Context: an optimization exercise on an open-source flow, tuned for small area and a short achievable clock period. The choices shown serve that exercise and are no tape-out recipe. RTL that was checked went through simulation tests only; none was proved equivalent to the original. The RTL of runs 1 and 2 was laid out without a check of its function.

## flow/design.v (module list and top-level ports; edited modules follow where they fit)
// module frame_bank: 26 lines
// module add_sk: 32 lines
// module butterfly: 13 lines
// module add_cs: 33 lines
// module fft_stage: 36 lines
// module sample_loader: 28 lines
// module mul46341_tree: 500 lines
// module rot3_tree: 873 lines
// module fft16: 279 lines
module fft16 (
	input logic clk,
	input logic reset,
	input fft_pkg::sample_t realin,
	input fft_pkg::sample_t imagin,
	input logic startin,
	output fft_pkg::sample_t realout,
	output fft_pkg::sample_t imagout,
	output logic startout
);
  // ...
==> flow/run.sh <==
#!/bin/bash
# synth_recipe.tcl (not shown) runs the flow's synth.tcl, then flattens the netlist and writes it again
# the make line also repeats each setting of config.mk as NAME=value (left out here)
make -C /OpenROAD-flow-scripts/flow DESIGN_CONFIG=/design/flow/config.mk WORK_HOME=/design/flow/orfs CLKGATE_MAP_FILE= SYNTH_SCRIPT=/design/flow/synth_recipe.tcl finish
==> flow/config.mk <==
export PLATFORM = sky130hd
export DESIGN_NAME = fft16
export DESIGN_NICKNAME = fft16
export VERILOG_FILES = /design/flow/design.v
export SDC_FILE = /design/flow/constraint.sdc
export NUM_CORES = 4
export LEC_CHECK = 0
export CAP_MARGIN = 20
export CORE_MARGIN = 2
export CORE_UTILIZATION = 40
export SLEW_MARGIN = 20
==> flow/constraint.sdc <==
create_clock -name core_clock -period 11.0 [get_ports {clk}]
set_input_delay 2.2000 -clock core_clock [delete_from_list [all_inputs] [get_ports {clk}]]
set_output_delay 2.2000 -clock core_clock [all_outputs]
set_load 0.01 [all_outputs]
==> flow_metrics.env, run 1 <==
export IMPL_status="complete, no violations"
export IMPL_synth_common_cells="dfxtp_1 (1851), inv_1 (969), ha_1 (622)"
export IMPL_synth_edff_count=0
export IMPL_wl_um=159000
export IMPL_end_kind="flip-flop"
export IMPL_cts_buffer_depth=3
export IMPL_critical_path_required_ps=11680
export IMPL_yosysWarnings=39
export IMPL_tns_ps=0
export IMPL_dp_hpwl_um=121000
export IMPL_antenna_cells=1
export IMPL_cap_violations=0
export IMPL_holdPathEnd="r2b_im[4]"
export IMPL_ys_ff_latch=1909
export IMPL_grt_pass1_vias=48972
export IMPL_ant_nets=0
export IMPL_clock_sinks=1909
export IMPL_drive_above_1_share_pct=9.54
export IMPL_fillers=18064
export IMPL_post_cts_setup_buffer_count=0
export IMPL_rsz0062_at_grt="no"
export IMPL_worstPathCellList="inv_1 -> ha_1 -> o21bai_1 -> fa_1 -> nor2b_1 -> o21bai_1 -> a21oi_1 -> o41ai_1 -> o311ai_0 -> a21oi_1 -> o21bai_1 -> a21oi_1 -> o21bai_1 -> fa_1 -> mux2_2"
export IMPL_cts_buffers_inserted=196
export IMPL_avgSynthCellArea_um2=11.2
export IMPL_synthTopCellsByArea="dfxtp_1 (46%), fa_1 (11%), ha_1 (9.8%), inv_1 (4.6%), mux2_2 (3.4%)"
export IMPL_gp_congestion=0.908
export IMPL_endpoint="u_s1.out_im[15]"
export IMPL_synthAdderAreaFrac_pct=21.1
==> run 2: changes to the inputs <==
==> flow/flow/run.sh (new file) <==
#!/bin/bash
# Standard layout, with timing repair aiming for more setup slack than the
# clock period needs. Each step's output also goes to orfs/logs.
set -euo pipefail
MARGIN=$(cat flow/margin.txt)
bash standard.sh synth > synth.log 2>&1
bash standard.sh SETUP_SLACK_MARGIN="$MARGIN" finish > layout.log 2>&1
==> flow/flow/margin.txt (new file) <==
7.3
==> flow/standard.sh (new file) <==
#!/bin/bash
# synth_recipe.tcl (not shown) runs the flow's synth.tcl, then flattens the netlist and writes it again
# the make line also repeats each setting of config.mk as NAME=value (left out here)
make -C /OpenROAD-flow-scripts/flow DESIGN_CONFIG=/design/flow/config.mk WORK_HOME=/design/flow/orfs CLKGATE_MAP_FILE= SYNTH_SCRIPT=/design/flow/synth_recipe.tcl "${@:-finish}"
removed: flow/run.sh
==> run 2 against run 1 <==
  * Still clean on timing, DRC and antenna
  * Final cell count grew 0.18%
  * Via count up 0.22%
  * Worst hold slack worse by 1.5 ps
  * Critical path type is now flip-flop to output port
==> flow_metrics.env, run 2 <==
export IMPL_synthToLayoutAreaGrowth_pct=14.0
export IMPL_pre_cts_ws_ps=6590
export IMPL_startpoint_type="flip-flop"
export IMPL_yosysWarnings=39
export IMPL_hold_class="flip-flop to flip-flop"
export IMPL_numPortBuffers=83
export IMPL_critPathTopFamily="flip-flops"
export IMPL_hold_buffers=0
export IMPL_core_area_um2=198000
export IMPL_dp_hpwl_um=121000
export IMPL_antenna_cells=0
export IMPL_timing_rr_start="u_s0.out_im[0]"
export IMPL_mostFrequentLayoutCells="dfxtp_1 (1837), inv_1 (967), ha_1 (620)"
export IMPL_fmax_mhz=277
export IMPL_ant_nets=0
export IMPL_tns_ps=0
export IMPL_worst_path_buf_inv=1
export IMPL_crit_path_max_incr_delay_ps=360
export IMPL_synth_area_mux_share_pct=6.49
export IMPL_hold_viol_final=0
export IMPL_antenna_found_initial=1
export IMPL_grt_overflow_total=0
export IMPL_yosysTopAreaCell="dfxtp_1"
export IMPL_io_pins=84
export IMPL_tritoncts="built"
export IMPL_start_util_pct=40.3
export IMPL_setup_violations=0
export IMPL_worstPathCellList="clkdlybuf4s15_2"
export IMPL_drt_initial_drc_count=1914
export IMPL_worstMarginPinSlew_ps=1010
export IMPL_netlist_instances=7144
export IMPL_fin_crit_ps=3610
export IMPL_grt_pass1_vias=49076
export IMPL_reg_largest_list="u_s0.dl_im: 160 flops, u_s0.dl_re: 160 flops"
export IMPL_synth_seq_area_share_pct=48.3
export IMPL_vias_per_cell=4.63
export IMPL_gp_congestion=0.908
export IMPL_critical_path_class="flip-flop to output port"
export IMPL_drc=0
export IMPL_dieArea_um2=203000
export IMPL_yosysMostFrequentCell="dfxtp_1"
export IMPL_finalCritPeriodShare_pct=32.8
export IMPL_synth_edff_count=0
export IMPL_avgSynthCellArea_um2=11.2
export IMPL_layout_commonest_cell="dfxtp_1"
export IMPL_synthTopCellsByArea="dfxtp_1 (46%), fa_1 (11%), ha_1 (9.8%), inv_1 (4.6%), mux2_2 (3.4%)"
export IMPL_synth_area_um2=79700
export IMPL_synth_common_cells="dfxtp_1 (1851), inv_1 (969), ha_1 (622)"
export IMPL_skew_ps=47.5
export IMPL_clk_pin_slew_ps=60
export IMPL_crit_path_top_delay_cell="dfrtp_1"
export IMPL_die_w_um=450
export IMPL_rsz0062_at_grt="no"
export IMPL_num_vias=46695
export IMPL_worstPathArrival_ps=1410
export IMPL_die_h_um=450
export IMPL_yosys_area_share_simple_pct=6.63
export IMPL_wl_um=160000
export IMPL_clock_sinks=1909
export IMPL_syn_nets=8260
export IMPL_end_kind="output port"
export IMPL_grt_pass1_wl_um=260000
export IMPL_yosys_area_top_type_share_pct=46.5
export IMPL_min_from="r2a_im[4]"
export IMPL_layout_nets=8395
export IMPL_ys_ff_latch=1909
export IMPL_grt_max_degree=93
export IMPL_synthAdderAreaFrac_pct=21.1
export IMPL_h_tree_depth=4
export IMPL_synth_xor_xnor_area_share_pct=4.15
export IMPL_clockRootBuffer="clkbuf_16"
export IMPL_wire_per_inst_um=15.8
export IMPL_synth_top_flop_cell="dfxtp_1"
export IMPL_grt_usage_pct=15.9
export IMPL_cp_max_fo=1
export IMPL_synth_distinct_cells=79
export IMPL_cap_violations=0
export IMPL_async_reset_ff_share_pct=3.04
export IMPL_slew_viol_final=0
export IMPL_critical_path_required_ps=8800
export IMPL_drive_above_1_share_pct=11.1
export IMPL_fin_ws_ps=7390
export IMPL_dr_pass1_iters=5
export IMPL_cts_buffer_depth=3
export IMPL_status="complete, no violations"
export IMPL_rrSetupSlack_ps=7450
export IMPL_synth_compound_area_share_pct=7.85
export IMPL_crit_path_start="imagout[11]"
export IMPL_num_rows=163
export IMPL_synth_top_family_by_area="adder cells"
export IMPL_slew_headroom_pct=32.5
export IMPL_clk_latency_ps=840
export IMPL_cts_buffers_inserted=196
-- run 2: changes by cell type in the layout (fill, tap and decap cells not counted), sizes merged --
cell           before  now
clkdlybuf4s50      83   42
inv               982  981
diode               1    0
clkinvlp           20   21
buf                27   73
clkdlybuf4s15       0   14
-- run 2: final timing paths --
| kind | end | depth (start not counted) |
|---|---|---|
| max in group asynchronous | f1 | 3 |
| min | r2b_im[4] | 0 |
| max reg2reg | u_s1.out_im[15] | 16 |
| max | imagout[11] | 1 |
| min reg2reg | r2b_im[4] | 0 |
| min in group asynchronous | realout[18] | 2 |
-- run 2: repair_timing --
| item | CTS | global route |
|---|---|---|
| pin swaps | 10 | 29 |
| setup buffers | 10 | 9 |
| gates resized for setup | 174 | 61 |
| setup endpoints to repair | 102 | 54 |
-- run 2: per-layer routing --
layer | track usage (%) | part of all wire (%)
met2 | 27.6 | 49
met1 | 20.0 | 45
met3 | 2.44 | 2.9
met4 | 5.68 | 3.1
met5 | 0 | 0
-- run 2: area by class of cell --
class	instances	area (um^2)
clock buffers	265	5550
clock inverters	102	1500
fillers	18018	107000
inverters	970	3650
multi-input cells	4073	37200
flip-flops and latches	1909	38500
well taps	2640	3300
repair buffers	129	1060
-- run 2: per-stage QoR --
stage               hold slack [ps]  cells  area (um^2)  utilization [%]
floorplan                       310   7144        79700                -
global placement                310   9702        83400             42.2
detailed placement              312   9702        83400             42.2
CTS                             298  10079        90500             45.8
global route                    312  10088        90800             46.0
finish                          301  10088        90800             46.0
-- run 2: cells by family after synthesis --
group	after synthesis
DFF	1909
buffers and inverters	1162
and+or+nand+nor	1143
adders and majority gates	1073
AOI/OAI and AO/OA	1044
muxes	435
xor gates and xnor gates	378
==> module fft16, before the edit <==
module fft16 (
	input logic clk,
	input logic reset,
	input fft_pkg::sample_t realin,
	input fft_pkg::sample_t imagin,
	input logic startin,
	output fft_pkg::sample_t realout,
	output fft_pkg::sample_t imagout,
	output logic startout
);
	logic va, vax, vb7, vb7x, vb, vbx, vc13, vc13x, vd, vdx, ve19, ve19x, vf, vfx, vg, vgx, vh, vhx, vi, vix;
	logic [3:0] na, nax, nb7, nb7x, nb, nbx, nc13, nc13x, nd, ndx, ne19, ne19x, nf, nfx, ng, ngx, nh, nhx, ni, nix;
	logic ve20;
	logic [3:0] ne20;
	assign vax = startin || (va && na != 4'd15);
	assign nax = startin ? 4'd0 : na + 4'd1;
	always_ff @(posedge clk)
	begin
		na <= nax;
		ne20 <= ne19;
	end
	always_ff @(posedge clk or posedge reset)
	begin
		if (reset)
		begin
			va <= 1'b0;
			ve20 <= 1'b0;
		end
		else
		begin
			va <= vax;
			ve20 <= ve19;
		end
	end
	sample_loader #(.OFF(7)) u_lb7 (.clk(clk), .reset(reset), .up_v(va), .up_n(na), .v(vb7), .n(nb7), .vx(vb7x), .nx(nb7x));        
	sample_loader #(.OFF(2)) u_lb (.clk(clk), .reset(reset), .up_v(vb7), .up_n(nb7), .v(vb), .n(nb), .vx(vbx), .nx(nbx));            
	sample_loader #(.OFF(4)) u_lc (.clk(clk), .reset(reset), .up_v(vb), .up_n(nb), .v(vc13), .n(nc13), .vx(vc13x), .nx(nc13x));      
	sample_loader #(.OFF(4)) u_ld (.clk(clk), .reset(reset), .up_v(vc13), .up_n(nc13), .v(vd), .n(nd), .vx(vdx), .nx(ndx));          
	sample_loader #(.OFF(2)) u_le (.clk(clk), .reset(reset), .up_v(vd), .up_n(nd), .v(ve19), .n(ne19), .vx(ve19x), .nx(ne19x));      
	sample_loader #(.OFF(4)) u_lf (.clk(clk), .reset(reset), .up_v(ve20), .up_n(ne20), .v(vf), .n(nf), .vx(vfx), .nx(nfx));          
	sample_loader #(.OFF(2)) u_lg (.clk(clk), .reset(reset), .up_v(vf), .up_n(nf), .v(vg), .n(ng), .vx(vgx), .nx(ngx));              
	sample_loader #(.OFF(3)) u_lh (.clk(clk), .reset(reset), .up_v(vg), .up_n(ng), .v(vh), .n(nh), .vx(vhx), .nx(nhx));              
	sample_loader #(.OFF(7)) u_li (.clk(clk), .reset(reset), .up_v(vh), .up_n(nh), .v(vi), .n(ni), .vx(vix), .nx(nix));              
	logic f0, rot0, f1, f2, f3, sel12, sel03;
	logic r2_m6, r2_mul, r2_m4;
	always_ff @(posedge clk or posedge reset)
	begin
		if (reset)
		begin
			f0 <= 1'b0;
			f1 <= 1'b0;
			f2 <= 1'b0;
			f3 <= 1'b0;
			sel12 <= 1'b0;
			sel03 <= 1'b0;
		end
		else
		begin
			f0 <= vax && nax[3];
			f1 <= vbx && nbx[2];
			f2 <= vdx && ndx[1];
			f3 <= vfx && nfx[0];
			sel12 <= vgx && ngx[2] && !ngx[1];
			sel03 <= vhx && nhx[3] && !nhx[0];
		end
	end
	always_ff @(posedge clk)
	begin
		rot0 <= nb7[3] && nb7[2];               
		r2_m6 <= nc13[2];
		r2_mul <= nc13[1] && nc13[3];
		r2_m4 <= nc13[1] && !nc13[3] && nc13[2];
	end
	logic signed [19:0] in_re, in_im;
	always_ff @(posedge clk)
	begin
		in_re <= realin;
		in_im <= imagin;
	end
	logic signed [19:0] s0_re, s0_im;
	logic s0_c;
	fft_stage #(.D(8)) u_s0 (
		.clk(clk), .f(f0), .rot(rot0),
		.raw_re(in_re), .raw_im(in_im),
		.x_re({in_re[19], in_re}), .x_im({in_im[19], in_im}), .c_re(1'b0), .c_im(1'b0),
		.out_re(s0_re), .out_im(s0_im), .c_out(s0_c)
	);
	logic signed [19:0] s1_re, s1_im;
	logic s1_c_unused;
	fft_stage #(.D(4)) u_s1 (
		.clk(clk), .f(f1), .rot(1'b0),
		.raw_re(s0_re), .raw_im(s0_im),
		.x_re({s0_re[19], s0_re}), .x_im({s0_im[19], s0_im}), .c_re(1'b0), .c_im(s0_c),
		.out_re(s1_re), .out_im(s1_im), .c_out(s1_c_unused)
	);
	logic signed [20:0] r2w_r, r2w_i;
	logic signed [19:0] r2a_re, r2a_im, r2b_re, r2b_im;
	logic r2a_c, r2b_c, r2a_mul, r2b_mul, r2a_m6;
	logic [20:0] h_ra, h_rb, h_ia, h_ib, q_ra, q_rb, q_ia, q_ib;
	logic hc_r, hc_i, q_cr, q_ci;
	logic [20:0] t2_r, t2_i;
	logic signed [20:0] x2_re, x2_im;
	logic x2_c;
	logic [20:0] a2, b2;
	add_sk #(.W(21)) u_a2 (.a({s1_re[19], s1_re}), .b({s1_im[19], s1_im}), .ci(1'b0), .s(a2));
	add_sk #(.W(21)) u_b2 (.a(~{s1_re[19], s1_re}), .b({s1_im[19], s1_im}), .ci(1'b1), .s(b2));
	always_ff @(posedge clk)
	begin
		r2w_r <= r2_m6 ? b2 : a2;
		r2w_i <= r2_m6 ? ~a2 : b2;
		r2a_re <= r2_m4 ? s1_im : s1_re;
		r2a_im <= r2_m4 ? ~s1_re : s1_im;
		r2a_c <= r2_m4;
		r2a_mul <= r2_mul;
		r2a_m6 <= r2_m6;
	end
	mul46341_tree u_t2r (.w(r2w_r), .corr(2'd0), .hi_a(h_ra), .hi_b(h_rb), .c16(hc_r));
	mul46341_tree u_t2i (.w(r2w_i), .corr({1'b0, r2a_m6}), .hi_a(h_ia), .hi_b(h_ib), .c16(hc_i));
	always_ff @(posedge clk)
	begin
		q_ra <= h_ra;
		q_rb <= h_rb;
		q_cr <= hc_r;
		q_ia <= h_ia;
		q_ib <= h_ib;
		q_ci <= hc_i;
		r2b_re <= r2a_re;
		r2b_im <= r2a_im;
		r2b_c <= r2a_c;
		r2b_mul <= r2a_mul;
	end
	add_sk #(.W(21)) u_t2_r (.a(q_ra), .b(q_rb), .ci(q_cr), .s(t2_r));
	add_sk #(.W(21)) u_t2_i (.a(q_ia), .b(q_ib), .ci(q_ci), .s(t2_i));
	always_ff @(posedge clk)
	begin
		x2_re <= r2b_mul ? t2_r : {r2b_re[19], r2b_re};
		x2_im <= r2b_mul ? t2_i : {r2b_im[19], r2b_im};
		x2_c <= !r2b_mul && r2b_c;
	end
	logic signed [19:0] s2_re, s2_im;
	logic s2_c_unused;
	fft_stage #(.D(2)) u_s2 (
		.clk(clk), .f(f2), .rot(1'b0),
		.raw_re(x2_re[19:0]), .raw_im(x2_im[19:0]),
		.x_re(x2_re), .x_im(x2_im), .c_re(1'b0), .c_im(x2_c),
		.out_re(s2_re), .out_im(s2_im), .c_out(s2_c_unused)
	);
	logic c_ph1, c_even, c_m6, c_usel, c_su, c_sv;
	logic n_ph1, n_even, n_m6, n_usel, n_su, n_sv;
	logic [2:0] n_m, n_p;
	logic signed [19:0] src_re, src_im, u3, v3;
	logic [20:0] a3, b3;
	logic signed [20:0] w_hold;
	logic signed [20:0] op_u;
	logic signed [19:0] op_v;
	logic op_even, op_su, op_sv;
	logic [20:0] h3a, h3b, q3a, q3b;
	logic [15:0] l3a, l3b, ql3a, ql3b;
	logic [20:0] t3, tr_q;
	logic signed [19:0] r3a_re, r3a_im, r3b_re, r3b_im, r3c_re, r3c_im;
	logic r3a_m4, r3b_c, r3c_c, r3a_mul, r3b_mul, r3c_mul;
	logic signed [20:0] x3_re, x3_im;
	logic x3_c;
	always_comb
	begin
		n_ph1 = ve19 && ne19[0] && (ne19[3] || ne19[2]);
		n_m = n_ph1 ? {ne19[1], ne19[2], ne19[3]} : {ne20[1], ne20[2], ne20[3]};
		n_even = !n_m[0];
		n_m6 = n_m[2];
		n_p = {n_m[2], n_m[1] & n_m[0], 1'b1};  
		case ({n_p[2:1], !n_ph1})
			3'b000: begin n_usel = 1'b0; n_su = 1'b0; n_sv = 1'b0; end  
			3'b001: begin n_usel = 1'b1; n_su = 1'b0; n_sv = 1'b1; end  
			3'b010: begin n_usel = 1'b1; n_su = 1'b0; n_sv = 1'b0; end  
			3'b011: begin n_usel = 1'b0; n_su = 1'b1; n_sv = 1'b0; end  
			3'b100: begin n_usel = 1'b1; n_su = 1'b0; n_sv = 1'b1; end  
			3'b101: begin n_usel = 1'b0; n_su = 1'b1; n_sv = 1'b1; end  
			3'b110: begin n_usel = 1'b0; n_su = 1'b1; n_sv = 1'b0; end  
			default: begin n_usel = 1'b1; n_su = 1'b1; n_sv = 1'b1; end  
		endcase
		if (n_even)
		begin
			n_su = !n_ph1 && n_m6;  
			n_sv = 1'b0;
		end
	end
	always_ff @(posedge clk)
	begin
		c_ph1 <= n_ph1;
		c_even <= n_even;
		c_m6 <= n_m6;
		c_usel <= n_usel;
		c_su <= n_su;
		c_sv <= n_sv;
	end
	always_comb
	begin
		src_re = c_ph1 ? s2_re : r3a_re;
		src_im = c_ph1 ? s2_im : r3a_im;
		u3 = (c_usel ? src_im : src_re) ^ {20{c_su}};
		v3 = (c_usel ? src_re : src_im) ^ {20{c_sv}};
	end
	add_sk #(.W(21)) u_a3 (.a({s2_re[19], s2_re}), .b({s2_im[19], s2_im}), .ci(1'b0), .s(a3));
	add_sk #(.W(21)) u_b3 (.a(~{s2_re[19], s2_re}), .b({s2_im[19], s2_im}), .ci(1'b1), .s(b3));
	always_ff @(posedge clk)
	begin
		op_u <= !c_even ? {u3[19], u3} : c_ph1 ? (c_m6 ? b3 : a3) : (c_m6 ? ~w_hold : w_hold);
		op_v <= c_even ? 20'd0 : v3;
		op_even <= c_even;
		op_su <= c_su;
		op_sv <= c_sv;
		w_hold <= c_m6 ? a3 : b3;
		r3a_re <= s2_re;
		r3a_im <= s2_im;
		r3a_m4 <= ve20 && ne20[0] && !ne20[3] && !ne20[2] && ne20[1];
		r3a_mul <= ve20 && ne20[0] && (ne20[3] || ne20[2]);
	end
	rot3_tree u_t3 (.u(op_u), .v(op_v), .even(op_even), .su(op_su), .sv(op_sv), .hi_a(h3a), .hi_b(h3b), .lo_a(l3a), .lo_b(l3b));
	always_ff @(posedge clk)
	begin
		q3a <= h3a;
		q3b <= h3b;
		ql3a <= l3a;
		ql3b <= l3b;
		r3b_re <= r3a_m4 ? r3a_im : r3a_re;
		r3b_im <= r3a_m4 ? ~r3a_re : r3a_im;
		r3b_c <= r3a_m4;
		r3b_mul <= r3a_mul;
	end
	add_cs u_t3f (.a(q3a), .b(q3b), .la(ql3a), .lb(ql3b), .s(t3));
	always_ff @(posedge clk)
	begin
		tr_q <= t3;
		r3c_re <= r3b_re;
		r3c_im <= r3b_im;
		r3c_c <= r3b_c;
		r3c_mul <= r3b_mul;
		x3_re <= r3c_mul ? tr_q : {r3c_re[19], r3c_re};
		x3_im <= r3c_mul ? t3 : {r3c_im[19], r3c_im};
		x3_c <= !r3c_mul && r3c_c;
	end
	logic signed [19:0] s3_re, s3_im;
	logic s3_c_unused;
	fft_stage #(.D(1)) u_s3 (
		.clk(clk), .f(f3), .rot(1'b0),
		.raw_re(x3_re[19:0]), .raw_im(x3_im[19:0]),
		.x_re(x3_re), .x_im(x3_im), .c_re(1'b0), .c_im(x3_c),
		.out_re(s3_re), .out_im(s3_im), .c_out(s3_c_unused)
	);
	logic signed [19:0] x12_re, x12_im, sw1_re, sw1_im, x03_re, x03_im;
	frame_bank #(.L(2)) u_x12 (
		.clk(clk), .sel(sel12),
		.in_re(s3_re), .in_im(s3_im), .out_re(x12_re), .out_im(x12_im)
	);
	always_ff @(posedge clk)
	begin
		sw1_re <= x12_re;
		sw1_im <= x12_im;
	end
	frame_bank #(.L(7)) u_x03 (
		.clk(clk), .sel(sel03),
		.in_re(sw1_re), .in_im(sw1_im), .out_re(x03_re), .out_im(x03_im)
	);
	always_ff @(posedge clk or posedge reset)
	begin
		if (reset)
		begin
			realout <= '0;
			imagout <= '0;
			startout <= 1'b0;
		end
		else
		begin
			realout <= vi ? x03_re : '0;
			imagout <= vi ? x03_im : '0;
			startout <= vi && ni == 4'd0;
		end
	end
endmodule
==> run 3: changes to the inputs <==
--- a/flow/design.v
+++ b/flow/design.v
@@ -1590,7 +1590,7 @@
 	sample_loader #(.OFF(2)) u_le (.clk(clk), .reset(reset), .up_v(vd), .up_n(nd), .v(ve19), .n(ne19), .vx(ve19x), .nx(ne19x));      
 	sample_loader #(.OFF(4)) u_lf (.clk(clk), .reset(reset), .up_v(ve20), .up_n(ne20), .v(vf), .n(nf), .vx(vfx), .nx(nfx));          
 	sample_loader #(.OFF(2)) u_lg (.clk(clk), .reset(reset), .up_v(vf), .up_n(nf), .v(vg), .n(ng), .vx(vgx), .nx(ngx));              
-	sample_loader #(.OFF(3)) u_lh (.clk(clk), .reset(reset), .up_v(vg), .up_n(ng), .v(vh), .n(nh), .vx(vhx), .nx(nhx));              
+	sample_loader #(.OFF(2)) u_lh (.clk(clk), .reset(reset), .up_v(vg), .up_n(ng), .v(vh), .n(nh), .vx(vhx), .nx(nhx));              
 	sample_loader #(.OFF(7)) u_li (.clk(clk), .reset(reset), .up_v(vh), .up_n(nh), .v(vi), .n(ni), .vx(vix), .nx(nix));              
 	logic f0, rot0, f1, f2, f3, sel12, sel03;
 	logic r2_m6, r2_mul, r2_m4;
@@ -1798,19 +1798,14 @@
 		.x_re(x3_re), .x_im(x3_im), .c_re(1'b0), .c_im(x3_c),
 		.out_re(s3_re), .out_im(s3_im), .c_out(s3_c_unused)
 	);
-	logic signed [19:0] x12_re, x12_im, sw1_re, sw1_im, x03_re, x03_im;
+	logic signed [19:0] x12_re, x12_im, x03_re, x03_im;
 	frame_bank #(.L(2)) u_x12 (
 		.clk(clk), .sel(sel12),
 		.in_re(s3_re), .in_im(s3_im), .out_re(x12_re), .out_im(x12_im)
 	);
-	always_ff @(posedge clk)
-	begin
-		sw1_re <= x12_re;
-		sw1_im <= x12_im;
-	end
 	frame_bank #(.L(7)) u_x03 (
 		.clk(clk), .sel(sel03),
-		.in_re(sw1_re), .in_im(sw1_im), .out_re(x03_re), .out_im(x03_im)
+		.in_re(x12_re), .in_im(x12_im), .out_re(x03_re), .out_im(x03_im)
 	);
 	always_ff @(posedge clk or posedge reset)
 	begin
==> flow/flow/margin.txt (replaced) <==
7.6
==> run 3 against run 2 <==
  * Critical endpoint is now realout[8]
  * Critical path type unchanged
  * Largest cell class unchanged
  * Via count grew 0.50%
  * Fmax shrank 0.11%
==> flow_metrics.env, run 3 <==
export IMPL_status="complete, no violations"
export IMPL_layout_nets=8429
export IMPL_worstPathArrival_ps=1420
export IMPL_yosysTopAreaCell="dfxtp_1"
export IMPL_fmax_mhz=276
export IMPL_startpoint_type="flip-flop"
export IMPL_end_kind="output port"
export IMPL_die_w_um=448
export IMPL_worstMarginPinSlew_ps=1100
export IMPL_worst_path_buf_inv=1
export IMPL_cts_buffer_depth=3
export IMPL_hold_buffers=0
export IMPL_ant_nets=0
export IMPL_tns_ps=0
export IMPL_grt_usage_pct=16.2
export IMPL_hold_viol_final=0
export IMPL_dieArea_um2=201000
export IMPL_critical_path_class="flip-flop to output port"
export IMPL_die_h_um=448
export IMPL_num_rows=162
export IMPL_yosysWarnings=38
export IMPL_clockRootBuffer="clkbuf_16"
export IMPL_holdPathEnd="r2b_im[0]"
export IMPL_avgSynthCellArea_um2=11.0
export IMPL_mostFrequentLayoutCells="dfxtp_1 (1767), inv_1 (984), ha_1 (619)"
export IMPL_place_area_um2=82500
export IMPL_cp_max_fo=1
export IMPL_reg2reg_to="u_s1.out_im[15]"
export IMPL_clk_pin_slew_ps=60
export IMPL_synth_distinct_cells=76
export IMPL_whs_ps=305
export IMPL_synth_area_um2=78900
export IMPL_synth_edff_count=0
export IMPL_clock_sinks=1869
export IMPL_grt_pass1_wl_um=259000
export IMPL_syn_nets=8260
export IMPL_tritoncts="built"
export IMPL_rsz0062_at_grt="yes"
export IMPL_synth_common_cells="dfxtp_1 (1811), inv_1 (1001), ha_1 (622)"
export IMPL_dp_hpwl_um=120000
export IMPL_layout_commonest_cell="dfxtp_1"
export IMPL_dr_pass1_iters=5
export IMPL_worstPathCellList="buf_6"
export IMPL_start_util_pct=40.4
export IMPL_antenna_found_initial=6
export IMPL_slew_viol_final=0
export IMPL_skew_ps=36.0
export IMPL_stdcell_area_um2=90400
export IMPL_reg_largest_list="u_s0.dl_im: 160 flops, u_s0.dl_re: 160 flops"
export IMPL_critical_path_required_ps=8800
export IMPL_hold_class="flip-flop to flip-flop"
export IMPL_num_vias=46930
export IMPL_netlist_instances=7144
export IMPL_numPortBuffers=83
export IMPL_wire_per_inst_um=16.0
export IMPL_synth_seq_area_share_pct=47.8
export IMPL_cap_violations=0
export IMPL_critPathTopFamily="flip-flops"
export IMPL_h_tree_depth=4
export IMPL_drt_initial_drc_count=2290
export IMPL_grt_max_degree=92
export IMPL_crit_path_max_incr_delay_ps=460
export IMPL_synth_top_flop_cell="dfxtp_1"
export IMPL_yosysMostFrequentCell="dfxtp_1"
export IMPL_setup_violations=0
export IMPL_min_path_cells=0
export IMPL_core_area_um2=195000
export IMPL_cts_buffers_inserted=189
export IMPL_timing_rr_start="u_s0.out_im[0]"
export IMPL_ys_ff_latch=1869
export IMPL_min_from="r2a_im[0]"
export IMPL_finalCritPeriodShare_pct=32.9
export IMPL_rrSetupSlack_ps=7560
export IMPL_grt_overflow_total=0
export IMPL_synthTopCellsByArea="dfxtp_1 (46%), fa_1 (11%), ha_1 (9.9%), inv_1 (4.8%), xnor2_1 (3.4%)"
export IMPL_slew_headroom_pct=24.7
export IMPL_synthToLayoutAreaGrowth_pct=14.6
export IMPL_io_pins=84
export IMPL_grt_pass1_vias=48474
export IMPL_fin_crit_ps=3620
export IMPL_reg2reg_depth=16
export IMPL_drc=0
export IMPL_drive_above_1_share_pct=12.3
export IMPL_crit_path_top_delay_cell="dfrtp_2"
export IMPL_final_core_util_pct=46.3
export IMPL_yosys_area_top_type_share_pct=46.0
export IMPL_async_reset_ff_share_pct=3.10
export IMPL_wl_um=162000
export IMPL_gp_congestion=0.873
export IMPL_clk_latency_ps=840
export IMPL_vias_per_cell=4.65
run 3: cell count changes in the layout (fill, tap and decap cells not counted), moves of 24 or more:
cell	previous run	this run
buf_4	45	87
buf_6	0	24
dfxtp_1	1837	1767
dfxtp_2	13	40
mux2_2	242	164
mux2i_1	152	183
nand2_1	283	317
nor2b_1	109	74
o211a_1	3	39
run 3: worst register-to-register path, stage by stage (launching register included):
cell,delay [ps]
dfxtp_2,350
inv_2,50
ha_4,270
o21bai_4,60
fa_2,360
nor2b_4,140
o21bai_4,140
a21oi_4,90
o41ai_4,200
buf_4,200
o311ai_4,120
a21oi_2,240
o21bai_2,100
a21oi_2,150
o21bai_1,110
fa_2,450
mux2_4,260
run 3: cell type report:
class | count | area, um^2
fill | 17931 | 105000
clock inverter | 93 | 1150
antenna | 3 | 7.51
clock buffer | 260 | 5400
tap | 2624 | 3280
sequential | 1869 | 37800
timing repair buffer | 175 | 1510
multi-input combinational | 4076 | 37500
inverter | 1002 | 3770
run 3: worst max-delay path by stage:
stage,startpoint,endpoint,slack (ps),depth (start not counted)
6_report,realout[8],realout[8],7380,1
5_1_grt,realout[8],realout[8],7330,1
3_5_place_dp,u_s0.out_im[0],u_s1.out_im[16],6800,17
2_1_floorplan,u_s0.out_im[0],u_s1.out_im[15],7600,15
4_1_cts,realout[8],realout[8],7300,1
3_3_place_gp,u_s1.dl_re[3][0],u_s1.out_re[16],6740,15
run 3: logic make-up after synthesis:
kind of cell    count (synthesis)  share of synthesized area (%)
flops                        1869                           47.8
buf+inv                      1199                           5.71
simple gates                 1135                           6.53
compound gates               1088                           8.43
fa+ha+maj                    1073                           21.3
mux                           392                           5.89
xor+xnor                      388                           4.31
run 3: metrics by stage:
stage	worst slack (ps)	cells
2_1_floorplan	7600	7144
3_3_place_gp	6740	9678
3_5_place_dp	6800	9678
4_1_cts	7300	10075
5_1_grt	7330	10101
6_report	7380	10102
run 3: repair_timing:
| item | in CTS | in global routing |
|---|---|---|
| pin swaps | 74 | 90 |
| cloned | 0 | 2 |
| setup endpoints to repair | 165 | 144 |
| gates resized for setup | 318 | 130 |
| setup buffers | 44 | 22 |
run 3: routing by layer:
| layer | track usage [%] | vias to the layer above | part of all wire, % |
|---|---|---|---|
| li1 | - | 23438 | - |
| met1 | 21.2 | 22655 | 47 |
| met2 | 27.6 | 602 | 48 |
| met3 | 2.32 | 235 | 2.9 |
| met4 | 5.03 | 0 | 2.6 |
| met5 | 0 | - | 0 |
==> run 4: changes to the inputs <==
--- a/flow/config.mk
+++ b/flow/config.mk
@@ -7,5 +7,5 @@
 export LEC_CHECK = 0
 export CAP_MARGIN = 20
 export CORE_MARGIN = 2
-export CORE_UTILIZATION = 40
+export CORE_UTILIZATION = 55
 export SLEW_MARGIN = 20
==> run 4 against run 3 <==
  * Global-route usage grew 6.9 points
  * Sequential share of layout area grew 0.43 points
  * Critical path depth is the same
  * Design area shrank 0.95%
  * Worst hold slack lost 21 ps
==> flow_metrics.env, run 4 <==
export IMPL_numPortBuffers=83
export IMPL_synth_common_cells="dfxtp_1 (1811), inv_1 (1001), ha_1 (622)"
export IMPL_clockRootBuffer="clkbuf_16"
export IMPL_ys_ff_latch=1869
export IMPL_avgSynthCellArea_um2=11.0
export IMPL_skew_ps=48.5
export IMPL_synth_seq_area_share_pct=47.8
export IMPL_critPathTopFamily="flip-flops"
export IMPL_antenna_found_initial=2
export IMPL_netlist_instances=7144
export IMPL_stdcell_area_um2=89500
export IMPL_start_util_pct=55.6
export IMPL_grt_max_degree=99
export IMPL_mostFrequentLayoutCells="dfxtp_1 (1757), inv_1 (979), ha_1 (618)"
export IMPL_crit_path_max_incr_delay_ps=390
export IMPL_drt_initial_drc_count=2092
export IMPL_fin_crit_ps=3520
export IMPL_fmax_mhz=284
export IMPL_grt_pass1_vias=48230
export IMPL_synthToLayoutAreaGrowth_pct=13.5
export IMPL_io_pins=84
export IMPL_cts_buffer_depth=3
export IMPL_cts_buffers_inserted=182
export IMPL_crit_path_top_delay_cell="dfrtp_1"
export IMPL_slew_headroom_pct=30.7
export IMPL_synth_top_flop_cell="dfxtp_1"
export IMPL_reg_largest_list="u_s0.dl_im: 160 flops, u_s0.dl_re: 160 flops"
export IMPL_multi_input_area_um2=37400
export IMPL_wl_um=167000
export IMPL_num_rows=138
export IMPL_yosysMostFrequentCell="dfxtp_1"
export IMPL_syn_nets=8260
export IMPL_grt_overflow_total=0
export IMPL_setup_violations=0
export IMPL_die_h_um=383
export IMPL_worstPathArrival_ps=1320
export IMPL_synth_area_um2=78900
export IMPL_async_reset_ff_share_pct=3.10
export IMPL_regArea_um2=37800
export IMPL_yosys_area_top_type_share_pct=46.0
export IMPL_tns_ps=0
export IMPL_vias_per_cell=5.02
export IMPL_startpoint_type="flip-flop"
export IMPL_yosysWarnings=38
export IMPL_cp_max_fo=1
export IMPL_yosysTopAreaCell="dfxtp_1"
export IMPL_hold_buffers=0
export IMPL_worst_path_buf_inv=1
export IMPL_placed_cells=8945
export IMPL_drive_above_1_share_pct=12.4
export IMPL_layout_cells_non_filler=9370
export IMPL_dieArea_um2=146000
export IMPL_grt_usage_pct=23.2
export IMPL_dr_pass1_iters=5
export IMPL_fillers=11504
export IMPL_path_depth=1
export IMPL_status="complete, no violations"
export IMPL_synthTopCellsByArea="dfxtp_1 (46%), fa_1 (11%), ha_1 (9.9%), inv_1 (4.8%), xnor2_1 (3.4%)"
export IMPL_slew_viol_final=0
export IMPL_drc=0
export IMPL_synth_edff_count=0
export IMPL_wire_per_inst_um=17.9
export IMPL_layout_nets=8438
export IMPL_clk_latency_ps=800
export IMPL_die_w_um=383
export IMPL_min_path_cells=0
export IMPL_ant_nets=0
export IMPL_num_vias=47015
export IMPL_rsz0062_at_grt="yes"
export IMPL_core_area_um2=142000
export IMPL_reg2reg_depth=14
export IMPL_critical_path_class="flip-flop to output port"
export IMPL_place_area_um2=81600
export IMPL_clk_pin_slew_ps=60
export IMPL_synth_distinct_cells=76
export IMPL_clock_sinks=1869
export IMPL_hold_viol_final=0
export IMPL_worstMarginPinSlew_ps=1030
export IMPL_tritoncts="built"
export IMPL_worstPathCellList="buf_2"
export IMPL_grt_pass1_wl_um=266000
export IMPL_dp_hpwl_um=126000
export IMPL_finalCritPeriodShare_pct=32.0
export IMPL_layout_commonest_cell="dfxtp_1"
export IMPL_hold_class="flip-flop to flip-flop"
export IMPL_h_tree_depth=4
export IMPL_end_kind="output port"
export IMPL_cap_violations=0
export IMPL_final_core_util_pct=63.1
export IMPL_critical_path_required_ps=8800
export IMPL_gp_congestion=0.900
[run 4: layer usage]
layer | track usage (%) | wire length, um | vias to the layer above
met1 | 30.6 | 77300 | 22727
met4 | 6.56 | 4480 | 2
met5 | 0 | 13 | -
met2 | 39.9 | 81100 | 580
li1 | - | - | 23471
met3 | 2.89 | 4570 | 235
[run 4: kinds of logic (layout without fill, tap and decap cells)]
logic type	count (synthesis)	count (layout)	synth area share [%]
xor gates and xnor gates	388	388	4.31
DFF	1869	1869	47.8
buffers and inverters	1199	1533	5.71
other	0	2	0
muxes	392	392	5.89
AOI/OAI and AO/OA	1088	1088	8.43
and+or+nand+nor	1135	1135	6.53
adders and majority gates	1073	1073	21.3
[run 4: worst paths after layout]
path | start | end | slack [ps]
max in group asynchronous | reset | f0 | 8050
max reg2reg | q_ra[0] | x2_re[18] | 7620
max | imagout[14] | imagout[14] | 7480
min reg2reg | r2a_im[1] | r2b_im[1] | 280
min | r2a_im[1] | r2b_im[1] | 280
min in group asynchronous | reset | realout[7] | 1790
[run 4: cell type report]
type                            instances  share of cell area (%)
Clock buffer                          252                    5.93
Inverter                             1002                    4.22
Timing Repair Buffer                  191                    1.75
Antenna cell                            2                 0.00559
Clock inverter                         88                    1.43
Tap cell                             1890                    2.64
Sequential cell                      1869                    42.2
Multi-Input combinational cell       4076                    41.8
[run 4: metrics by stage]
| step | worst slack, ps | hold WS (ps) |
|---|---|---|
| floorplan | 7600 | 310 |
| detailed placement | 7000 | 312 |
| CTS | 7410 | 284 |
| global route | 7420 | 296 |
| global placement | 7020 | 309 |
| finish | 7480 | 284 |
[run 4: repair_timing]
item	4_1_cts	5_1_grt
endpoints found under the hold margin	0	0
pin swaps	51	88
setup endpoints to repair	152	152
resized for setup	279	158
setup buffers	45	37
cloned	0	1
==> run 5: changes to the inputs <==
--- a/flow/config.mk
+++ b/flow/config.mk
@@ -8,4 +8,6 @@
 export CAP_MARGIN = 20
 export CORE_MARGIN = 2
 export CORE_UTILIZATION = 55
+export CTS_CLUSTER_DIAMETER = 100
+export CTS_CLUSTER_SIZE = 30
 export SLEW_MARGIN = 20
==> run 5 against run 4 <==
  * Final cell count shrank 2.4%
  * Critical path type unchanged
  * Clock skew grew 8.0 ps
  * Largest cell class unchanged
  * Via count shrank 2.3%
  * Sequential share of layout area grew 2.1 points
  * Still clean
  * Non-clock buffer count is the same
==> flow_metrics.env, run 5 <==
export IMPL_status="complete, no violations"
export IMPL_clk_pin_slew_ps=110
export IMPL_reg2reg_to="x2_re[18]"
export IMPL_tritoncts="built"
export IMPL_dieArea_um2=146000
export IMPL_num_vias=45925
export IMPL_worstMarginPinSlew_ps=1030
export IMPL_reg_largest_list="u_s0.dl_im: 160 flops, u_s0.dl_re: 160 flops"
export IMPL_grt_pass1_wl_um=259000
export IMPL_reg2reg_depth=14
export IMPL_use_met2_pct=39.2
export IMPL_yosysWarnings=38
export IMPL_tns_ps=0
export IMPL_clockRootBuffer="clkbuf_16"
export IMPL_synth_seq_area_share_pct=47.8
export IMPL_core_area_um2=142000
export IMPL_rsz0062_at_grt="yes"
export IMPL_hold_buffers=0
export IMPL_synthToLayoutAreaGrowth_pct=8.18
export IMPL_io_pins=84
export IMPL_synthAdderAreaFrac_pct=21.3
export IMPL_clk_latency_ps=720
export IMPL_path_depth=1
export IMPL_slew_viol_final=0
export IMPL_wire_per_inst_um=17.9
export IMPL_drive_above_1_share_pct=9.90
export IMPL_die_h_um=383
export IMPL_drt_initial_drc_count=2130
export IMPL_cts_buffers_inserted=75
export IMPL_setup_violations=0
export IMPL_fmax_mhz=288
export IMPL_syn_nets=8260
export IMPL_drc=0
export IMPL_crit_path_top_delay_cell="dfrtp_1"
export IMPL_async_reset_ff_share_pct=3.10
export IMPL_cap_violations=0
export IMPL_startpoint_type="flip-flop"
export IMPL_hold_viol_final=0
export IMPL_ant_nets=0
export IMPL_fin_ws_ps=7520
export IMPL_endpoint="imagout[14]"
export IMPL_start_util_pct=55.6
export IMPL_final_core_util_pct=60.1
export IMPL_layout_commonest_cell="dfxtp_1"
export IMPL_critPathTopFamily="flip-flops"
export IMPL_yosysTopAreaCell="dfxtp_1"
export IMPL_finalCritPeriodShare_pct=31.6
export IMPL_skew_ps=56.5
export IMPL_synth_xor_xnor_area_share_pct=4.31
export IMPL_grt_pass1_vias=46497
export IMPL_die_w_um=383
export IMPL_grt_busiest_layer="met2"
export IMPL_end_kind="output port"
export IMPL_slew_headroom_pct=29.9
export IMPL_use_met1_pct=30.5
export IMPL_mostFrequentLayoutCells="dfxtp_1 (1750), inv_1 (980), ha_1 (618)"
export IMPL_synth_area_mux_share_pct=5.89
export IMPL_layout_nets=8331
export IMPL_crit_path_start="imagout[14]"
export IMPL_synth_top_flop_cell="dfxtp_1"
export IMPL_placed_cells=8945
export IMPL_hold_class="flip-flop to flip-flop"
export IMPL_wl_um=164000
export IMPL_gp_congestion=0.900
export IMPL_netlist_instances=7144
export IMPL_worst_path_buf_inv=1
export IMPL_rrSetupSlack_ps=7590
export IMPL_antenna_found_initial=2
export IMPL_synth_edff_count=0
export IMPL_grt_overflow_total=0
export IMPL_numPortBuffers=83
export IMPL_fillers=11955
export IMPL_cts_buffer_depth=3
export IMPL_timing_rr_start="q_cr"
export IMPL_stdcell_area_um2=85300
export IMPL_whs_ps=302
export IMPL_fin_crit_ps=3480
export IMPL_worstPathCellList="buf_2"
export IMPL_grt_max_degree=99
export IMPL_synth_distinct_cells=76
export IMPL_clock_sinks=1869
export IMPL_layout_cells_non_filler=9147
export IMPL_ys_ff_latch=1869
export IMPL_vias_per_cell=5.02
export IMPL_h_tree_depth=3
export IMPL_synthTopCellsByArea="dfxtp_1 (46%), fa_1 (11%), ha_1 (9.9%), inv_1 (4.8%), xnor2_1 (3.4%)"
export IMPL_yosys_area_share_simple_pct=6.53
export IMPL_critical_path_class="flip-flop to output port"
export IMPL_place_area_um2=81600
export IMPL_critical_path_required_ps=8800
export IMPL_synth_common_cells="dfxtp_1 (1811), inv_1 (1001), ha_1 (622)"
export IMPL_pre_cts_ws_ps=7000
export IMPL_yosys_area_top_type_share_pct=46.0
export IMPL_dp_hpwl_um=126000
export IMPL_num_rows=138
export IMPL_worstPathArrival_ps=1280
export IMPL_crit_path_max_incr_delay_ps=410
export IMPL_synth_compound_area_share_pct=8.43
export IMPL_grt_usage_pct=22.6
export IMPL_avgSynthCellArea_um2=11.0
export IMPL_synth_top_family_by_area="adder cells"
export IMPL_yosysMostFrequentCell="dfxtp_1"
export IMPL_synth_area_um2=78900
export IMPL_met3_usage_pct=2.14
export IMPL_dr_pass1_iters=5
export IMPL_cp_max_fo=1
-- run 5: kinds of logic (layout without fill, tap and decap cells) --
kind of cell | Yosys count | after routing
mux | 392 | 392
other cells | 0 | 1
fa+ha+maj | 1073 | 1073
flops | 1869 | 1869
compound gates | 1088 | 1088
buf+inv | 1199 | 1311
simple gates | 1135 | 1135
xor+xnor | 388 | 388
-- run 5: cell type report --
type                       count  area [um^2]  share of cell area, %
tap                         1890         2360                   2.77
sequential                  1869        37800                   44.4
clock buffer                 100         2000                   2.35
multi-input combinational   4076        37400                   43.8
inverter                    1002         3790                   4.44
clock inverter                18          323                  0.378
timing repair buffer         191         1590                   1.86
antenna                        1         2.50                0.00293
-- run 5: worst min path at each step --
stage / slack [ps] / from / end / cells past startpoint
CTS: 290 / r2a_im[2] / r2b_im[2] / 0
floorplan: 310 / u_t3.k[0] / ql3a[0] / 0
global placement: 310 / u_x03.dl_im[1][1] / u_x03.dl_im[2][1] / 0
global route: 300 / r2a_re[9] / r2b_re[9] / 0
detailed placement: 310 / u_s0.dl_im[6][8] / u_s0.dl_im[7][8] / 0
finish: 300 / r2a_im[2] / r2b_im[2] / 0
-- run 5: routing by layer --
layer	wire, um	vias to the layer above
met5	0	-
met4	3740	0
met3	3730	162
met2	79700	448
met1	77000	22196
li1	-	23119
-- run 5: what timing repair did --
item,in CTS,in global routing
buffers inserted,46,35
setup endpoints to repair,153,148
cloned,0,2
pin swaps,47,85
resized for setup,290,154
==> run 6: changes to the inputs <==
--- a/flow/design.v
+++ b/flow/design.v
@@ -1807,19 +1807,10 @@
 		.clk(clk), .sel(sel03),
 		.in_re(x12_re), .in_im(x12_im), .out_re(x03_re), .out_im(x03_im)
 	);
-	always_ff @(posedge clk or posedge reset)
+	always_ff @(posedge clk)
 	begin
-		if (reset)
-		begin
-			realout <= '0;
-			imagout <= '0;
-			startout <= 1'b0;
-		end
-		else
-		begin
-			realout <= vi ? x03_re : '0;
-			imagout <= vi ? x03_im : '0;
-			startout <= vi && ni == 4'd0;
-		end
+		realout <= (vi && !reset) ? x03_re : '0;
+		imagout <= (vi && !reset) ? x03_im : '0;
+		startout <= vi && !reset && ni == 4'd0;
 	end
 endmodule
==> flow/flow/margin.txt (replaced) <==
7.7
==> run 6 against run 5 <==
  * First-iteration DRC count down 3.7%
  * Flip-flop and latch count unchanged
  * Area after synthesis fell by 0.12%
  * Clock skew fell by 11 ps
  * Critical path type unchanged
  * Highest routed layer unchanged
==> flow_metrics.env, run 6 <==
export IMPL_clock_sinks=1869
export IMPL_reg2reg_to="u_s1.out_im[15]"
export IMPL_numPortBuffers=83
export IMPL_syn_nets=8231
export IMPL_clk_latency_ps=720
export IMPL_reg_largest_list="u_s0.dl_im: 160 flops, u_s0.dl_re: 160 flops"
export IMPL_synthTopCellsByArea="dfxtp_1 (47%), fa_1 (11%), ha_1 (9.9%), inv_1 (4.6%), mux2_2 (3.3%)"
export IMPL_fmax_mhz=293
export IMPL_drc=0
export IMPL_status="complete, no violations"
export IMPL_hold_viol_final=0
export IMPL_min_path_cells=0
export IMPL_fin_ws_ps=7590
export IMPL_synth_common_cells="dfxtp_1 (1852), inv_1 (966), ha_1 (622)"
export IMPL_rrSetupSlack_ps=7730
export IMPL_end_kind="output port"
export IMPL_synth_seq_area_share_pct=47.6
export IMPL_finalCritPeriodShare_pct=31.0
export IMPL_setup_violations=0
export IMPL_h_tree_depth=3
export IMPL_grt_max_degree=95
export IMPL_cts_buffers_inserted=75
export IMPL_start_util_pct=55.5
export IMPL_layout_cells_non_filler=9120
export IMPL_cts_buffer_depth=3
export IMPL_synthToLayoutAreaGrowth_pct=8.86
export IMPL_grt_overflow_total=0
export IMPL_worstPathCellList="buf_6"
export IMPL_wl_um=157000
export IMPL_worst_path_buf_inv=1
export IMPL_synth_top_flop_cell="dfxtp_1"
export IMPL_core_area_um2=142000
export IMPL_tns_ps=0
export IMPL_pre_cts_ws_ps=6940
export IMPL_layout_commonest_cell="dfxtp_1"
export IMPL_drt_initial_drc_count=2051
export IMPL_crit_path_max_incr_delay_ps=380
export IMPL_tritoncts="built"
export IMPL_ant_nets=0
export IMPL_placed_cells=8907
export IMPL_yosysWarnings=38
export IMPL_avgSynthCellArea_um2=11.1
export IMPL_cap_violations=0
export IMPL_timing_rr_start="u_s0.out_im[0]"
export IMPL_critical_path_class="flip-flop to output port"
export IMPL_io_pins=84
export IMPL_mostFrequentLayoutCells="dfxtp_1 (1759), inv_1 (933), ha_1 (602)"
export IMPL_grt_pass1_vias=45991
export IMPL_gp_congestion=0.899
export IMPL_num_vias=45862
export IMPL_die_h_um=382
export IMPL_dp_hpwl_um=120000
export IMPL_skew_ps=45.9
export IMPL_synth_distinct_cells=80
export IMPL_num_rows=138
export IMPL_reg2reg_depth=15
export IMPL_grt_pass1_wl_um=251000
export IMPL_ys_ff_latch=1869
export IMPL_async_reset_ff_share_pct=0.910
export IMPL_cp_max_fo=1
export IMPL_yosysMostFrequentCell="dfxtp_1"
export IMPL_critical_path_required_ps=8800
export IMPL_netlist_instances=7115
export IMPL_wire_per_inst_um=17.2
export IMPL_yosys_area_top_type_share_pct=47.1
export IMPL_startpoint_type="flip-flop"
export IMPL_min_from="r3b_im[18]"
export IMPL_dieArea_um2=146000
export IMPL_vias_per_cell=5.03
export IMPL_layout_nets=8319
export IMPL_dr_pass1_iters=7
export IMPL_fin_crit_ps=3410
export IMPL_rsz0062_at_grt="yes"
export IMPL_synth_edff_count=0
export IMPL_synth_area_um2=78800
export IMPL_holdPathEnd="r3c_im[18]"
export IMPL_antenna_found_initial=5
export IMPL_whs_ps=315
export IMPL_slew_viol_final=0
export IMPL_slew_headroom_pct=37.8
export IMPL_hold_class="flip-flop to flip-flop"
export IMPL_crit_path_top_delay_cell="dfxtp_4"
export IMPL_clk_pin_slew_ps=110
export IMPL_drive_above_1_share_pct=12.1
export IMPL_critPathTopFamily="flip-flops"
export IMPL_clockRootBuffer="clkbuf_16"
export IMPL_grt_usage_pct=21.5
export IMPL_worstPathArrival_ps=1210
export IMPL_die_w_um=382
export IMPL_antenna_cells=0
export IMPL_worstMarginPinSlew_ps=933
export IMPL_yosysTopAreaCell="dfxtp_1"
run 6: cell count changes in the layout (fill, tap and decap cells not counted), moves of 23 or more:
cell / change
mux2_2: +63
nor3_1: +29
dfxtp_2: +23
o21ai_0: -28
inv_1: -47
nand2_1: -24
dfrtp_1: -41
o211a_1: -33
run 6: cell families after synthesis:
logic type,after synthesis,share of synthesized area [%]
AOI/OAI and AO/OA,1046,8.09
xor gates and xnor gates,374,4.16
adders and majority gates,1073,21.3
buffers and inverters,1170,5.58
DFF,1869,47.6
muxes,450,6.72
and+or+nand+nor,1133,6.49
run 6: timing repair:
action,in CTS,in global routing
endpoints found under the setup margin,155,154
resized for setup,337,241
pin swaps,58,135
buffers inserted,61,48
hold buffers,0,0
run 6: metal layers:
| layer | up-vias | GRT usage, % | routed length [um] |
|---|---|---|---|
| li1 | 23111 | - | - |
| met1 | 22129 | 28.2 | 71000 |
| met2 | 450 | 38.1 | 78000 |
| met3 | 172 | 2.06 | 3880 |
| met4 | 0 | 5.69 | 4010 |
| met5 | - | 0 | 0 |
run 6: area by class of cell:
class,count,area [um^2]
inverter,971,3670
multi-input combinational,4076,38000
clock buffer,86,1920
tap,1890,2360
sequential,1869,37700
timing repair buffer,210,1780
fill,11887,56200
clock inverter,18,312
run 6: worst max path at each step:
| stage | start | endpoint | slack, ps | cells past startpoint |
|---|---|---|---|---|
| 2_1_floorplan | x3_im[0] | u_s3.out_im[15] | 7700 | 14 |
| 3_3_place_gp | reset | startout | 6960 | 5 |
| 3_5_place_dp | reset | startout | 6940 | 5 |
| 4_1_cts | imagout[18] | imagout[18] | 7530 | 1 |
| 5_1_grt | u_s2.out_im[0] | op_u[16] | 7540 | 14 |
| 6_report | imagout[18] | imagout[18] | 7590 | 1 |
run 6: metrics by stage:
stage               util, %  area (um^2)
floorplan                 -        78800
global placement       57.3        81400
detailed placement     57.3        81400
CTS                    59.5        84500
global route           60.4        85700
finish                 60.4        85700
==> run 7: changes to the inputs <==
--- a/flow/config.mk
+++ b/flow/config.mk
@@ -7,7 +7,7 @@
 export LEC_CHECK = 0
 export CAP_MARGIN = 20
 export CORE_MARGIN = 2
-export CORE_UTILIZATION = 55
+export CORE_UTILIZATION = 65
 export CTS_CLUSTER_DIAMETER = 100
 export CTS_CLUSTER_SIZE = 30
 export SLEW_MARGIN = 20
==> run 7 against run 6 <==
  * Non-clock buffer count decreased by 1
  * Clock skew fell by 17 ps
  * Largest cell class unchanged
  * First-iteration DRC count grew 16%
  * Worst setup slack better by 46 ps
  * Global-route usage rose by 3.3 points
  * Critical endpoint is now imagout[15]
  * Routed wire length down 2.2%
  * Clock-buffer cell count fell by 3
  * Critical path type unchanged
==> flow_metrics.env, run 7 <==
export IMPL_status="complete, no violations"
export IMPL_finalCritPeriodShare_pct=30.6
export IMPL_drt_initial_drc_count=2383
export IMPL_num_vias=46079
export IMPL_reg_largest_list="u_s0.dl_im: 160 flops, u_s0.dl_re: 160 flops"
export IMPL_avgSynthCellArea_um2=11.1
export IMPL_dr_pass1_iters=5
export IMPL_h_tree_depth=3
export IMPL_die_w_um=352
export IMPL_tns_ps=0
export IMPL_layout_commonest_cell="dfxtp_1"
export IMPL_mostFrequentLayoutCells="dfxtp_1 (1747), inv_1 (931), ha_1 (606)"
export IMPL_rrSetupSlack_ps=7740
export IMPL_layout_nets=8318
export IMPL_antenna_found_initial=5
export IMPL_cap_violations=0
export IMPL_rsz0062_at_grt="yes"
export IMPL_critical_path_class="flip-flop to output port"
export IMPL_yosys_area_top_type_share_pct=47.1
export IMPL_hold_buffers=0
export IMPL_start_util_pct=65.6
export IMPL_crit_path_start="imagout[15]"
export IMPL_worstMarginPinSlew_ps=957
export IMPL_startpoint_type="flip-flop"
export IMPL_dp_hpwl_um=117000
export IMPL_cp_max_fo=1
export IMPL_numPortBuffers=83
export IMPL_crit_path_max_incr_delay_ps=370
export IMPL_core_area_um2=120000
export IMPL_vias_per_cell=5.21
export IMPL_drive_above_1_share_pct=12.1
export IMPL_slew_viol_final=0
export IMPL_clk_latency_ps=700
export IMPL_skew_ps=29.1
export IMPL_tritoncts="built"
export IMPL_reg2reg_depth=14
export IMPL_synth_edff_count=0
export IMPL_syn_nets=8231
export IMPL_synth_top_flop_cell="dfxtp_1"
export IMPL_grt_max_degree=91
export IMPL_stdcell_area_um2=85200
export IMPL_grt_usage_pct=24.8
export IMPL_wire_per_inst_um=17.4
export IMPL_grt_pass1_vias=46834
export IMPL_worst_path_buf_inv=1
export IMPL_num_rows=127
export IMPL_ant_nets=0
export IMPL_place_area_um2=81000
export IMPL_async_reset_ff_share_pct=0.910
export IMPL_synth_area_um2=78800
export IMPL_cts_buffer_depth=3
export IMPL_hold_viol_final=0
export IMPL_clockRootBuffer="clkbuf_16"
export IMPL_drc=0
export IMPL_regArea_um2=37700
export IMPL_clk_pin_slew_ps=110
export IMPL_timing_rr_start="q_ra[0]"
export IMPL_yosysMostFrequentCell="dfxtp_1"
export IMPL_antenna_cells=0
export IMPL_whs_ps=326
export IMPL_setup_violations=0
export IMPL_io_pins=84
export IMPL_worstPathArrival_ps=1170
export IMPL_synth_distinct_cells=80
export IMPL_clock_sinks=1869
export IMPL_path_depth=1
export IMPL_fillers=8934
export IMPL_critPathTopFamily="flip-flops"
export IMPL_critical_path_required_ps=8800
export IMPL_reg2reg_to="x2_re[20]"
export IMPL_worstPathCellList="buf_6"
export IMPL_cts_buffers_inserted=75
export IMPL_wl_um=154000
export IMPL_multi_input_area_um2=37900
export IMPL_end_kind="output port"
export IMPL_yosysTopAreaCell="dfxtp_1"
export IMPL_final_core_util_pct=71.0
export IMPL_crit_path_top_delay_cell="dfxtp_2"
export IMPL_grt_overflow_total=0
export IMPL_die_h_um=352
export IMPL_synth_seq_area_share_pct=47.6
export IMPL_fmax_mhz=297
export IMPL_fin_crit_ps=3370
export IMPL_synthToLayoutAreaGrowth_pct=8.24
export IMPL_dieArea_um2=124000
export IMPL_synth_common_cells="dfxtp_1 (1852), inv_1 (966), ha_1 (622)"
export IMPL_yosysWarnings=38
export IMPL_grt_pass1_wl_um=248000
export IMPL_ys_ff_latch=1869
export IMPL_hold_class="flip-flop to flip-flop"
export IMPL_netlist_instances=7115
export IMPL_slew_headroom_pct=36.2
export IMPL_gp_congestion=0.907
export IMPL_endpoint="imagout[15]"
export IMPL_synthTopCellsByArea="dfxtp_1 (47%), fa_1 (11%), ha_1 (9.9%), inv_1 (4.6%), mux2_2 (3.3%)"
-- run 7: cell counts after synthesis --
Identical to the previous run, type by type.
-- run 7: worst min path at each step --
stage                                    end          startpoint  slack (ps)  depth (start not counted)
final                       u_s1.dl_im[3][6]    u_s1.dl_im[2][6]         330                          0
after global routing        u_s1.dl_im[3][8]    u_s1.dl_im[2][8]         330                          0
after CTS                   u_s1.dl_im[3][8]    u_s1.dl_im[2][8]         310                          0
after detailed placement   u_s0.dl_re[1][10]   u_s0.dl_re[0][10]         310                          0
after global placement    u_x03.dl_im[6][13]  u_x03.dl_im[5][13]         310                          0
after floorplan                      ql3a[0]           u_t3.k[0]         310                          0
-- run 7: final cells by class --
| cell class | instances | share of cell area [%] |
|---|---|---|
| multi-input cells | 4076 | 44.5 |
| flip-flops and latches | 1869 | 44.3 |
| inverters | 971 | 4.32 |
| well taps | 1612 | 2.37 |
| clock buffers | 83 | 2.24 |
| repair buffers | 209 | 2.10 |
| clock inverters | 16 | 0.272 |
-- run 7: routing by layer --
metal	vias up	wire length [um]	track usage (%)
li1	23114	-	-
met1	22180	68300	32.1
met2	552	75800	43.7
met3	231	3850	2.49
met4	2	5620	8.18
met5	-	13	0
-- run 7: cells by family (layout without fill, tap and decap cells) --
kind of cell / after synthesis / in the layout / synth area share, %
compound gates: 1046 / 1046 / 8.09
xor+xnor: 374 / 374 / 4.16
fa+ha+maj: 1073 / 1073 / 21.3
buf+inv: 1170 / 1279 / 5.58
flops: 1869 / 1869 / 47.6
mux: 450 / 450 / 6.72
simple gates: 1133 / 1133 / 6.49
-- run 7: through the flow --
stage	setup slack (ps)	cells
after floorplan	7700	7115
after global placement	7000	8629
after detailed placement	6950	8629
after CTS	7570	8775
after global routing	7560	8836
final	7630	8836
-- run 7: timing repair --
action                                  in CTS  in global routing
endpoints found under the setup margin     163                193
gates cloned                                 0                  0
pin swaps                                   59                116
setup buffers                               47                 60
gates resized for setup                    358                217

-- port drivers added, routing unchanged --
No port has a modelled driver above. Below, the same layouts with a new extraction and two added sets of constraints. Step 1 sets driving cells, clkbuf_16 on the clock port and buf_2 on the other inputs (assumed; they add their load-dependent delay and slew). Step 2 adds t to the input delays and takes it off the output delays; t is the mean of the earliest and latest rising clock arrival at the registers after step 1. Input paths then give back, and output paths get back, about the clock's delay inside the block. a / b / c = ideal ports / drivers / drivers and shift; a / b = the first two.
run | shift t [ns] | slack for setup (ns) | worst setup path at the end | latest minus earliest clock arrival (ns)
run 1 | 0.898 | 6.493 / 6.493 / 6.493 | register to register | 0.048 / 0.048
run 2 | 0.897 | 7.387 / 7.305 / 7.371 | input, reset recovery | 0.048 / 0.048
run 3 | 0.904 | 7.383 / 7.298 / 7.368 | input, reset recovery | 0.042 / 0.042
run 4 | 0.849 | 7.475 / 7.401 / 7.258 | input, reset recovery | 0.060 / 0.060
run 5 | 0.779 | 7.522 / 7.443 / 7.292 | input, reset recovery | 0.066 / 0.066
run 6 | 0.772 | 7.588 / 7.518 / 7.427 | input to register | 0.056 / 0.056
run 7 | 0.762 | 7.634 / 7.555 / 7.444 | input to register | 0.031 / 0.031
After both steps setup and hold are still met in every run listed. The setup slack of run 5, which loses most, moves by -0.079 ns with the drivers and by -0.230 ns with both steps. The worst setup slack also covers recovery checks on asynchronous resets.
